Background: an optimization exercise with open tools, aiming at small area. Do not read the settings as production practice.
The RTL was checked by simulation tests, not by an equivalence proof against the original design.

## v27
Design xbar_top, start of the top module:
module xbar_top
#(
  parameter int BUFFER_SIZE = 5
) (
  input  logic        clk_i,
  input  logic        rstn_i,
  input  logic [8:0]  req_i,
  output logic [2:0]  allow_o,
  output logic [23:0] grant_o
);
  logic [3:0]  want [3];
  logic [19:0] mark [3];
  logic [4:0]  ge   [3];
  logic [2:0]  gnt  [4];
  logic [4:0]  sel  [4];
  for (genvar c = 0; c < 3; c++) begin : g_chan
    logic [3:0] g;
    for (genvar b = 0; b < 4; b++) begin : g_g
      assign g[b] = gnt[b][c];
    end
    chan_entry_buffer u_buf (
      .clk_i   (clk_i),
      .rstn_i  (rstn_i),
      .req_i   (req_i[3*c +: 3]),
      .gnt_i   (g),
      .sel_i   ({sel[3], sel[2], sel[1], sel[0]}),
      .allow_o (allow_o[c]),
      .want_o  (want[c]),
      .mark_o  (mark[c]),
      .ge_o    (ge[c])
    );
  end
  for (genvar b = 0; b < 4; b++) begin : g_bank
    bank_arbiter u_arb (
      .clk_i   (clk_i),
      .rstn_i  (rstn_i),
      .want_i  ({want[2][b], want[1][b], want[0][b]}),
      .mark_i  ({mark[2][5*b +: 5], mark[1][5*b +: 5], mark[0][5*b +: 5]}),
      .ge_i    ({ge[2], ge[1], ge[0]}),
      .gnt_o   (gnt[b]),
      .sel_o   (sel[b]),
      .grant_o (grant_o[6*b +: 6])
    );
  end
endmodule
Size in the first run: roughly 580 cells after synthesis, about 38 I/O pins, roughly 0.0048 sq mm of cells after synthesis.
Settings: LEC_CHECK=0, CAP_MARGIN=20, CORE_MARGIN=2, CORE_UTILIZATION=50, SLEW_MARGIN=20, SYNTH_HIERARCHICAL=1, SYNTH_MINIMUM_KEEP_SIZE=0; clock period 9.0 ns.
standard.sh (not shown) runs the stock make flow with config.mk's settings and CLKGATE_MAP_FILE= SYNTH_SCRIPT=/design/flow/synth_recipe.tcl, a recipe that flattens the netlist after the stock synthesis.
==> flow/flow/run.sh <==
#!/bin/bash
# Own layout flow:
#  1. the standard synthesis (standard.sh synth), unchanged;
#  2. the combinational logic between the registers is re-optimised and re-mapped
#     by ABC with an area script (flow/area.abc); every register instance, its
#     name and its cell are kept as the standard synthesis made them;
#  3. the standard ORFS layout (floorplan .. finish) on that netlist, with the
#     ports buffered by buf_1 cells and clock tree synthesis without dummy loads.
# Each tool writes its full output to a log file of its own in the work folder.
set -euo pipefail
WORK=$(pwd)
R=$WORK/orfs/results/$FLOW_PLATFORM/xbar_top/base
bash standard.sh synth > $WORK/log_1_standard_synth.log 2>&1
cp $R/1_2_yosys.v $WORK/std_1_2_yosys.v
YOSYS=$(command -v yosys || echo $FLOW_HOME/../tools/install/yosys/bin/yosys)
sed -e "s#@LIB@#$FLOW_HOME/platforms/sky130hd/lib/sky130_fd_sc_hd__tt_025C_1v80.lib#g" \
    -e "s#@IN@#$WORK/std_1_2_yosys.v#g" -e "s#@OUT@#$WORK/resyn_1_2_yosys.v#g" \
    -e "s#@ABC@#$WORK/flow/area.abc#g" flow/resyn.ys > $WORK/resyn.ys
$YOSYS -s $WORK/resyn.ys > $WORK/log_2_resyn.log 2>&1
cp $WORK/resyn_1_2_yosys.v $R/1_2_yosys.v
touch $R/1_2_yosys.v
export BUFFER_PORTS_ARGS="-buffer_cell sky130_fd_sc_hd__buf_1"
export CTS_ARGS="-sink_clustering_enable -repair_clock_nets -dont_use_dummy_load -buf_list sky130_fd_sc_hd__clkbuf_4 -root_buf sky130_fd_sc_hd__clkbuf_8 -sink_buffer_max_cap_derate 0.6"
bash standard.sh finish > $WORK/log_3_standard_finish.log 2>&1
==> flow/flow/area.abc <==
strash
&get -n
&deepsyn -I 4 -J 50
&put
&get -n
&dch -f
&nf -a -R 1000
&put
==> flow/flow/resyn.ys <==
read_liberty -ignore_miss_func @LIB@
read_verilog @IN@
hierarchy -check -top xbar_top
setattr -mod -set keep_hierarchy 1 sky130_fd_sc_hd__df* sky130_fd_sc_hd__edf* sky130_fd_sc_hd__sdf* sky130_fd_sc_hd__dl*
flatten
opt_clean
tee -o pre_resyn_stat.txt stat -liberty @LIB@
techmap
opt -purge
abc -liberty @LIB@ -dont_use sky130_fd_sc_hd__probe_p_8 -dont_use sky130_fd_sc_hd__probec_p_8 -dont_use sky130_fd_sc_hd__lpflow_* -script @ABC@
opt_clean -purge
hilomap -singleton -hicell sky130_fd_sc_hd__conb_1 HI -locell sky130_fd_sc_hd__conb_1 LO
splitnets
opt_clean -purge
insbuf -buf sky130_fd_sc_hd__buf_4 A X
blackbox sky130_fd_sc_hd__*
tee -o post_resyn_stat.txt stat -liberty @LIB@

write_verilog -noattr -nohex -nodec @OUT@
Input changes introduced in v45 (baseline for comparison: v27):
diff --git a/flow/flow/run.sh b/flow/flow/run.sh
--- a/flow/flow/run.sh
+++ b/flow/flow/run.sh
@@ -21,4 +21,4 @@
 touch $R/1_2_yosys.v
 export BUFFER_PORTS_ARGS="-buffer_cell sky130_fd_sc_hd__buf_1"
-export CTS_ARGS="-sink_clustering_enable -repair_clock_nets -dont_use_dummy_load -buf_list sky130_fd_sc_hd__clkbuf_4 -root_buf sky130_fd_sc_hd__clkbuf_8 -sink_buffer_max_cap_derate 0.6"
+export CTS_ARGS="-sink_clustering_enable -repair_clock_nets -dont_use_dummy_load -buf_list sky130_fd_sc_hd__clkbuf_16 -sink_clustering_size 30 -sink_clustering_max_diameter 300"
 bash standard.sh finish > $WORK/log_3_standard_finish.log 2>&1
Results
The flow did not stop early for v45: all stages ran, and the layout cleared the timing, DRC and antenna checks.
| delay of the slowest cell on the worst path | lower: v27 |
Looking only at core utilization, and setting everything else aside, the lower value of v27 and v45 goes to v27.
Diff v27 -> v45: via count essentially unchanged; sequential share of layout area lower.
[inputs] v3 vs v45
diff --git a/flow/flow/run.sh b/flow/flow/run.sh
--- a/flow/flow/run.sh
+++ b/flow/flow/run.sh
@@ -21,4 +21,4 @@
 touch $R/1_2_yosys.v
 export BUFFER_PORTS_ARGS="-buffer_cell sky130_fd_sc_hd__buf_1"
-export CTS_ARGS="-sink_clustering_enable -repair_clock_nets -dont_use_dummy_load -buf_list sky130_fd_sc_hd__clkbuf_16 -sink_clustering_size 30 -sink_clustering_max_diameter 300"
+export CTS_ARGS="-sink_clustering_enable -repair_clock_nets -dont_use_dummy_load"
 bash standard.sh finish > $WORK/log_3_standard_finish.log 2>&1
### Flow results
Total global-route track usage delta (v3 -> v45): insignificant. Comparing v3 with v45, the sink count of the clock tree came out essentially unchanged. [compare] base=v45 new=v3: area growth from synthesis to final layout dropped 2.1 points; slack of the critical path climbed 0.061 ns; global-route track usage on met1 dropped 0.75 points. The via count on v45 is in line with that on v3. From v45 to v3 the numbers moved as follows: total routed wirelength neither gained nor lost much; leftover overflow at the end of global routing neither gained nor lost much.

========
Another version of the RTL of xbar_top (not shown whole).
Size: ~770 cells after synthesis, about 38 I/O pins, about 5200 um2 of cells after synthesis.
export LEC_CHECK = 0
export CAP_MARGIN = 20
export CORE_MARGIN = 2
export CORE_UTILIZATION = 50
export SLEW_MARGIN = 20
export SYNTH_HIERARCHICAL = 1
export SYNTH_MINIMUM_KEEP_SIZE = 0
create_clock -name core_clock -period 9.0 [get_ports {clk_i}]
==> flow/flow/run.sh <==
#!/bin/bash
# Own layout flow: the standard synthesis, then the combinational logic between
# the (unchanged) registers is re-mapped by ABC with an area-oriented script, then
# the standard ORFS layout (floorplan .. finish) on that netlist.
# Each tool writes its full output to a log file of its own in the work folder.
set -euo pipefail
WORK=$(pwd)
R=$WORK/orfs/results/$FLOW_PLATFORM/xbar_top/base
bash standard.sh synth > $WORK/log_1_standard_synth.log 2>&1
cp $R/1_2_yosys.v $WORK/std_1_2_yosys.v
YOSYS=$(command -v yosys || echo $FLOW_HOME/../tools/install/yosys/bin/yosys)
sed -e "s#@LIB@#$FLOW_HOME/platforms/sky130hd/lib/sky130_fd_sc_hd__tt_025C_1v80.lib#g" \
    -e "s#@IN@#$WORK/std_1_2_yosys.v#g" -e "s#@OUT@#$WORK/resyn_1_2_yosys.v#g" \
    -e "s#@ABC@#$WORK/flow/area.abc#g" flow/resyn.ys > $WORK/resyn.ys
$YOSYS -s $WORK/resyn.ys > $WORK/log_2_resyn.log 2>&1
cp $WORK/resyn_1_2_yosys.v $R/1_2_yosys.v
touch $R/1_2_yosys.v
[[ -n "${PORT_BUF:-}" ]] && export BUFFER_PORTS_ARGS="-buffer_cell $PORT_BUF"
bash standard.sh finish > $WORK/log_3_standard_finish.log 2>&1
==> flow/flow/area.abc <==
strash
&get -n
&deepsyn -I 4 -J 50
&put
dch -f
map -a
==> flow/flow/resyn.ys <==
read_liberty -ignore_miss_func @LIB@
read_verilog @IN@
hierarchy -check -top xbar_top
setattr -mod -set keep_hierarchy 1 sky130_fd_sc_hd__df* sky130_fd_sc_hd__edf* sky130_fd_sc_hd__sdf* sky130_fd_sc_hd__dl* sky130_fd_sc_hd__conb_1
flatten
opt_clean
tee -o pre_resyn_stat.txt stat -liberty @LIB@
techmap
opt -purge
abc -liberty @LIB@ -dont_use sky130_fd_sc_hd__probe_p_8 -dont_use sky130_fd_sc_hd__probec_p_8 -dont_use sky130_fd_sc_hd__lpflow_* -script @ABC@
opt_clean -purge
hilomap -singleton -hicell sky130_fd_sc_hd__conb_1 HI -locell sky130_fd_sc_hd__conb_1 LO
splitnets
opt_clean -purge
insbuf -buf sky130_fd_sc_hd__buf_4 A X
blackbox sky130_fd_sc_hd__*
tee -o post_resyn_stat.txt stat -liberty @LIB@

write_verilog -noattr -nohex -nodec @OUT@
The first run completed without violations.
Then changed:
--- a/flow/flow/run.sh
+++ b/flow/flow/run.sh
@@ -17,0 +18 @@
+PORT_BUF=sky130_fd_sc_hd__buf_1
After rerunning:
- The new run completed without violations
- area after synthesis stays the same
- die area is unchanged

========
== run 1 ==
The RTL this note starts from:
==> flow/design.v <==
`default_nettype none
package xbar_pkg;
  localparam int N_CHAN  = 3;
  localparam int N_BANK  = 4;
  localparam int MAX_BUF = 8;   
  typedef logic [1:0]         chan_id_t;
  typedef logic [1:0]         bank_addr_t;
  typedef logic [2:0]         entry_id_t;
  typedef logic [MAX_BUF-1:0] entry_mask_t;   
  typedef logic [N_CHAN-1:0]  chan_mask_t;
  typedef logic [N_BANK-1:0]  bank_mask_t;
  typedef logic [2:0] xbar_req_t;
  typedef logic [5:0] bank_grant_t;
endpackage
`default_nettype wire
`timescale 1ns/10ps
`default_nettype none
module chan_entry_buffer
(
  input  logic        clk_i,
  input  logic        rstn_i,
  input  logic [2:0]  req_i,        
  input  logic [3:0]  gnt_i,        
  output logic        allow_o,
  output logic [3:0]  want_o,
  output logic [11:0] pick_o        
);
  localparam int NS = 5;
  localparam int NB = 4;
  localparam int WENC = 0;
  localparam int RENC = 0;
  localparam int WW   = (WENC == 3) ? 5 : 3;
  localparam int RW   = (RENC == 3) ? 5 : 3;
  function automatic logic [4:0] enc(input int e, input int s);
    case (e)
      1:       case (s) 0: enc = 5'b000; 1: enc = 5'b001; 2: enc = 5'b011; 3: enc = 5'b111; default: enc = 5'b110; endcase
      3:       enc = 5'(1 << s);
      default: enc = 5'(s);
    endcase
  endfunction
  function automatic logic [NS-1:0] dec(input int e, input logic [4:0] x);
    for (int s = 0; s < NS; s++) dec[s] = (e == 3) ? x[s] : (x == enc(e, s));
  endfunction
  function automatic logic [4:0] inc(input int e, input logic [4:0] x);
    if (e == 3) inc = {x[3:0], x[4]};
    else begin
      inc = enc(e, 0);
      for (int s = 0; s < NS - 1; s++) if (x == enc(e, s)) inc = enc(e, s + 1);
    end
  endfunction
  logic [WW-1:0] wr_q;
  logic [RW-1:0] rd_q;
  logic          full_q;
  logic [NS-1:0] pend_q;
  logic [1:0]    tag_q [NS];
  logic [NS-1:0] rdd, wrd, wsel, clr;
  logic [NS-1:0] sel [NB];
  logic          push, pop, empty;
  always_comb begin
    rdd = dec(RENC, 5'(rd_q));
    wrd = dec(WENC, 5'(wr_q));
  end
  logic [NS-1:0] ge;
  logic [NS-1:0] mark [NB];
  always_comb begin
    for (int s = 0; s < NS; s++) begin
      ge[s] = 1'b0;
      for (int k = 0; k <= s; k++) ge[s] = ge[s] | rdd[k];
    end
    for (int b = 0; b < NB; b++) begin
      for (int s = 0; s < NS; s++) mark[b][s] = pend_q[s] & (tag_q[s] == 2'(b));
      want_o[b] = |mark[b];
    end
  end
  for (genvar b = 0; b < NB; b++) begin : g_pick
    oldest_entry_pick u_pick (
      .mark_i (mark[b]),
      .ge_i   (ge),
      .sel_o  (sel[b]),
      .id_o   (pick_o[3*b +: 3])
    );
  end
  always_comb begin
    clr = '0;
    for (int b = 0; b < NB; b++) clr = clr | (sel[b] & {NS{gnt_i[b]}});
  end
  assign allow_o = ~full_q;
  assign push    = req_i[2] & ~full_q;
  assign empty   = ~|(rdd & wrd) | full_q ? 1'b0 : 1'b1;
  assign pop     = ~empty & ~|(pend_q & rdd);
  assign wsel    = wrd & {NS{push}};
  always_ff @(posedge clk_i or negedge rstn_i) begin
    if (!rstn_i) begin
      wr_q   <= WW'(enc(WENC, 0));
      rd_q   <= RW'(enc(RENC, 0));
      full_q <= 1'b0;
      pend_q <= '0;
    end else begin
      if (push) wr_q <= WW'(inc(WENC, 5'(wr_q)));
      if (pop)  rd_q <= RW'(inc(RENC, 5'(rd_q)));
      if (full_q) full_q <= ~pop;
      else        full_q <= push & ~pop & |({wrd[NS-2:0], wrd[NS-1]} & rdd);
      pend_q <= wsel | (pend_q & ~clr);
    end
  end
  always_ff @(posedge clk_i) begin
    for (int s = 0; s < NS; s++) begin
      if (!pend_q[s]) tag_q[s] <= req_i[1:0];
    end
  end
endmodule
`default_nettype wire
`timescale 1ns/10ps
`default_nettype none
module oldest_entry_pick
(
  input  logic [4:0] mark_i,     
  input  logic [4:0] ge_i,       
  output logic [4:0] sel_o,      
  output logic [2:0] id_o
);
  logic [4:0] hi, x;
  assign hi = mark_i & ge_i;
  assign x  = |hi ? hi : mark_i;
  always_comb begin
    sel_o[0] = x[0];
    sel_o[1] = x[1] & ~x[0];
    sel_o[2] = x[2] & ~|x[1:0];
    sel_o[3] = x[3] & ~|x[2:0];
    sel_o[4] = x[4] & ~|x[3:0];
  end
  assign id_o = {sel_o[4], sel_o[2] | sel_o[3], sel_o[1] | sel_o[3]};
endmodule
`default_nettype wire
`timescale 1ns/10ps
`default_nettype none
module bank_arbiter
(
  input  logic       clk_i,
  input  logic       rstn_i,
  input  logic [2:0] want_i,
  input  logic [8:0] pick_i,     
  output logic [2:0] gnt_o,
  output logic [5:0] grant_o
);
  logic [1:0] last_q;     
  logic [1:0] last;
  logic [1:0] win;
  logic       any;
  assign any  = |want_i;
  assign last = last_q ^ 2'd2;
  always_comb begin
    case (last)
      2'd0:    win = want_i[1] ? 2'd1 : want_i[2] ? 2'd2 : 2'd0;
      2'd1:    win = want_i[2] ? 2'd2 : want_i[0] ? 2'd0 : 2'd1;
      default: win = want_i[0] ? 2'd0 : want_i[1] ? 2'd1 : 2'd2;
    endcase
    gnt_o = '0;
    if (any) gnt_o[win] = 1'b1;
    grant_o = '0;
    if (any) grant_o = {1'b1, win, pick_i[3*win +: 3]};
  end
  always_ff @(posedge clk_i or negedge rstn_i) begin
    if (!rstn_i)  last_q <= 2'd0;    
    else if (any) last_q <= win ^ 2'd2;
  end
endmodule
`default_nettype wire
`timescale 1ns/10ps
`default_nettype none
module xbar_top
#(
  parameter int BUFFER_SIZE = 5
) (
  input  logic        clk_i,
  input  logic        rstn_i,
  input  logic [8:0]  req_i,
  output logic [2:0]  allow_o,
  output logic [23:0] grant_o
);
  logic [3:0]  want [3];
  logic [11:0] pick [3];
  logic [2:0]  gnt  [4];
  for (genvar c = 0; c < 3; c++) begin : g_chan
    logic [3:0] g;
    for (genvar b = 0; b < 4; b++) begin : g_g
      assign g[b] = gnt[b][c];
    end
    chan_entry_buffer u_buf (
      .clk_i   (clk_i),
      .rstn_i  (rstn_i),
      .req_i   (req_i[3*c +: 3]),
      .gnt_i   (g),
      .allow_o (allow_o[c]),
      .want_o  (want[c]),
      .pick_o  (pick[c])
    );
  end
  for (genvar b = 0; b < 4; b++) begin : g_bank
    bank_arbiter u_arb (
      .clk_i   (clk_i),
      .rstn_i  (rstn_i),
      .want_i  ({want[2][b], want[1][b], want[0][b]}),
      .pick_i  ({pick[2][3*b +: 3], pick[1][3*b +: 3], pick[0][3*b +: 3]}),
      .gnt_o   (gnt[b]),
      .grant_o (grant_o[6*b +: 6])
    );
  end
endmodule
`default_nettype wire
Settings: LEC_CHECK=0, CAP_MARGIN=20, CORE_MARGIN=2, CORE_UTILIZATION=50, CTS_CLUSTER_SIZE=30, SLEW_MARGIN=20, SYNTH_HIERARCHICAL=1, SYNTH_MINIMUM_KEEP_SIZE=0; clock period 9.0 ns.
==> flow/flow/run.sh <==
#!/bin/bash
# Own layout flow: the standard synthesis, then the combinational logic between
# the (unchanged) registers is re-mapped by ABC with an area-oriented script, then
# the standard ORFS layout (floorplan .. finish) on that netlist.
# Each tool writes its full output to a log file of its own in the work folder.
set -euo pipefail
WORK=$(pwd)
R=$WORK/orfs/results/$FLOW_PLATFORM/xbar_top/base
bash standard.sh synth > $WORK/log_1_standard_synth.log 2>&1
cp $R/1_2_yosys.v $WORK/std_1_2_yosys.v
YOSYS=$(command -v yosys || echo $FLOW_HOME/../tools/install/yosys/bin/yosys)
sed -e "s#@LIB@#$FLOW_HOME/platforms/sky130hd/lib/sky130_fd_sc_hd__tt_025C_1v80.lib#g" \
    -e "s#@IN@#$WORK/std_1_2_yosys.v#g" -e "s#@OUT@#$WORK/resyn_1_2_yosys.v#g" \
    -e "s#@ABC@#$WORK/flow/area.abc#g" flow/resyn.ys > $WORK/resyn.ys
$YOSYS -s $WORK/resyn.ys > $WORK/log_2_resyn.log 2>&1
cp $WORK/resyn_1_2_yosys.v $R/1_2_yosys.v
touch $R/1_2_yosys.v
PORT_BUF=sky130_fd_sc_hd__buf_1
[[ -n "${PORT_BUF:-}" ]] && export BUFFER_PORTS_ARGS="-buffer_cell $PORT_BUF"
bash standard.sh finish > $WORK/log_3_standard_finish.log 2>&1
Scripts as last shown in full above: flow/flow/area.abc, flow/flow/resyn.ys
The flow did not stop early for run 1: all stages ran, and the layout cleared the timing, DRC and antenna checks.
Input changes introduced in run 2 (baseline for comparison: run 1):
Settings: CTS_CLUSTER_SIZE: 30 -> unset.
==> comparison <==
Re final number of max-transition violations: no difference whatsoever between run 1 and run 2.
Run 2 vs. run 1: largest net degree at the start of global routing was more or less identical; filler cell count essentially unchanged; core utilization of the finished layout held; clock-buffer cell count flat.
Run 2 vs. run 1: cell count after placement held, period utilization did not really move, first-pass GRT wire length closely matched the old numbers.

-- static timing again, ports no longer ideal --
The flow's constraints put no driver on any port. The routed layouts listed below were extracted and timed again, unchanged, in two steps.
Step 1: set_driving_cell puts a clkbuf_16 on clk_i and a buf_2 on each other input, an assumption about the parent block.
Step 2 adds t to the input delays and takes it off the output delays; t is the mean of the earliest and latest rising clock arrival at the registers after step 1. Input paths then give back, and output paths get back, about the clock's delay inside the block.
a / b / c = ideal ports / drivers / drivers and shift; a / b = the first two.
| run | shift t [ns] | setup WS [ns] | clock arrival spread, ns | worst data-port slew with drivers (ns) | cell pins on the clock port's net |
|---|---|---|---|---|---|
| v27 | 0.390 | 1.773 / 1.738 / 2.128 | 0.033 / 0.033 | 0.03 | 1 |
| v45 | 0.369 | 1.712 / 1.671 / 2.041 | 0.021 / 0.021 | 0.03 | 1 |
| v3 | 0.390 | 1.773 / 1.738 / 2.128 | 0.033 / 0.033 | 0.03 | 1 |
| the first run of note 2 | 0.394 | 3.038 / 3.003 / 3.396 | 0.008 / 0.007 | 0.03 | 1 |
| the second run of note 2 | 0.395 | 3.493 / 3.457 / 3.852 | 0.014 / 0.013 | 0.03 | 1 |
| run 1 | 0.410 | 3.474 / 3.440 / 3.850 | 0.018 / 0.018 | 0.03 | 1 |
| run 2 | 0.410 | 3.474 / 3.440 / 3.850 | 0.018 / 0.018 | 0.03 | 1 |
After both steps setup and hold are still met in every run listed.
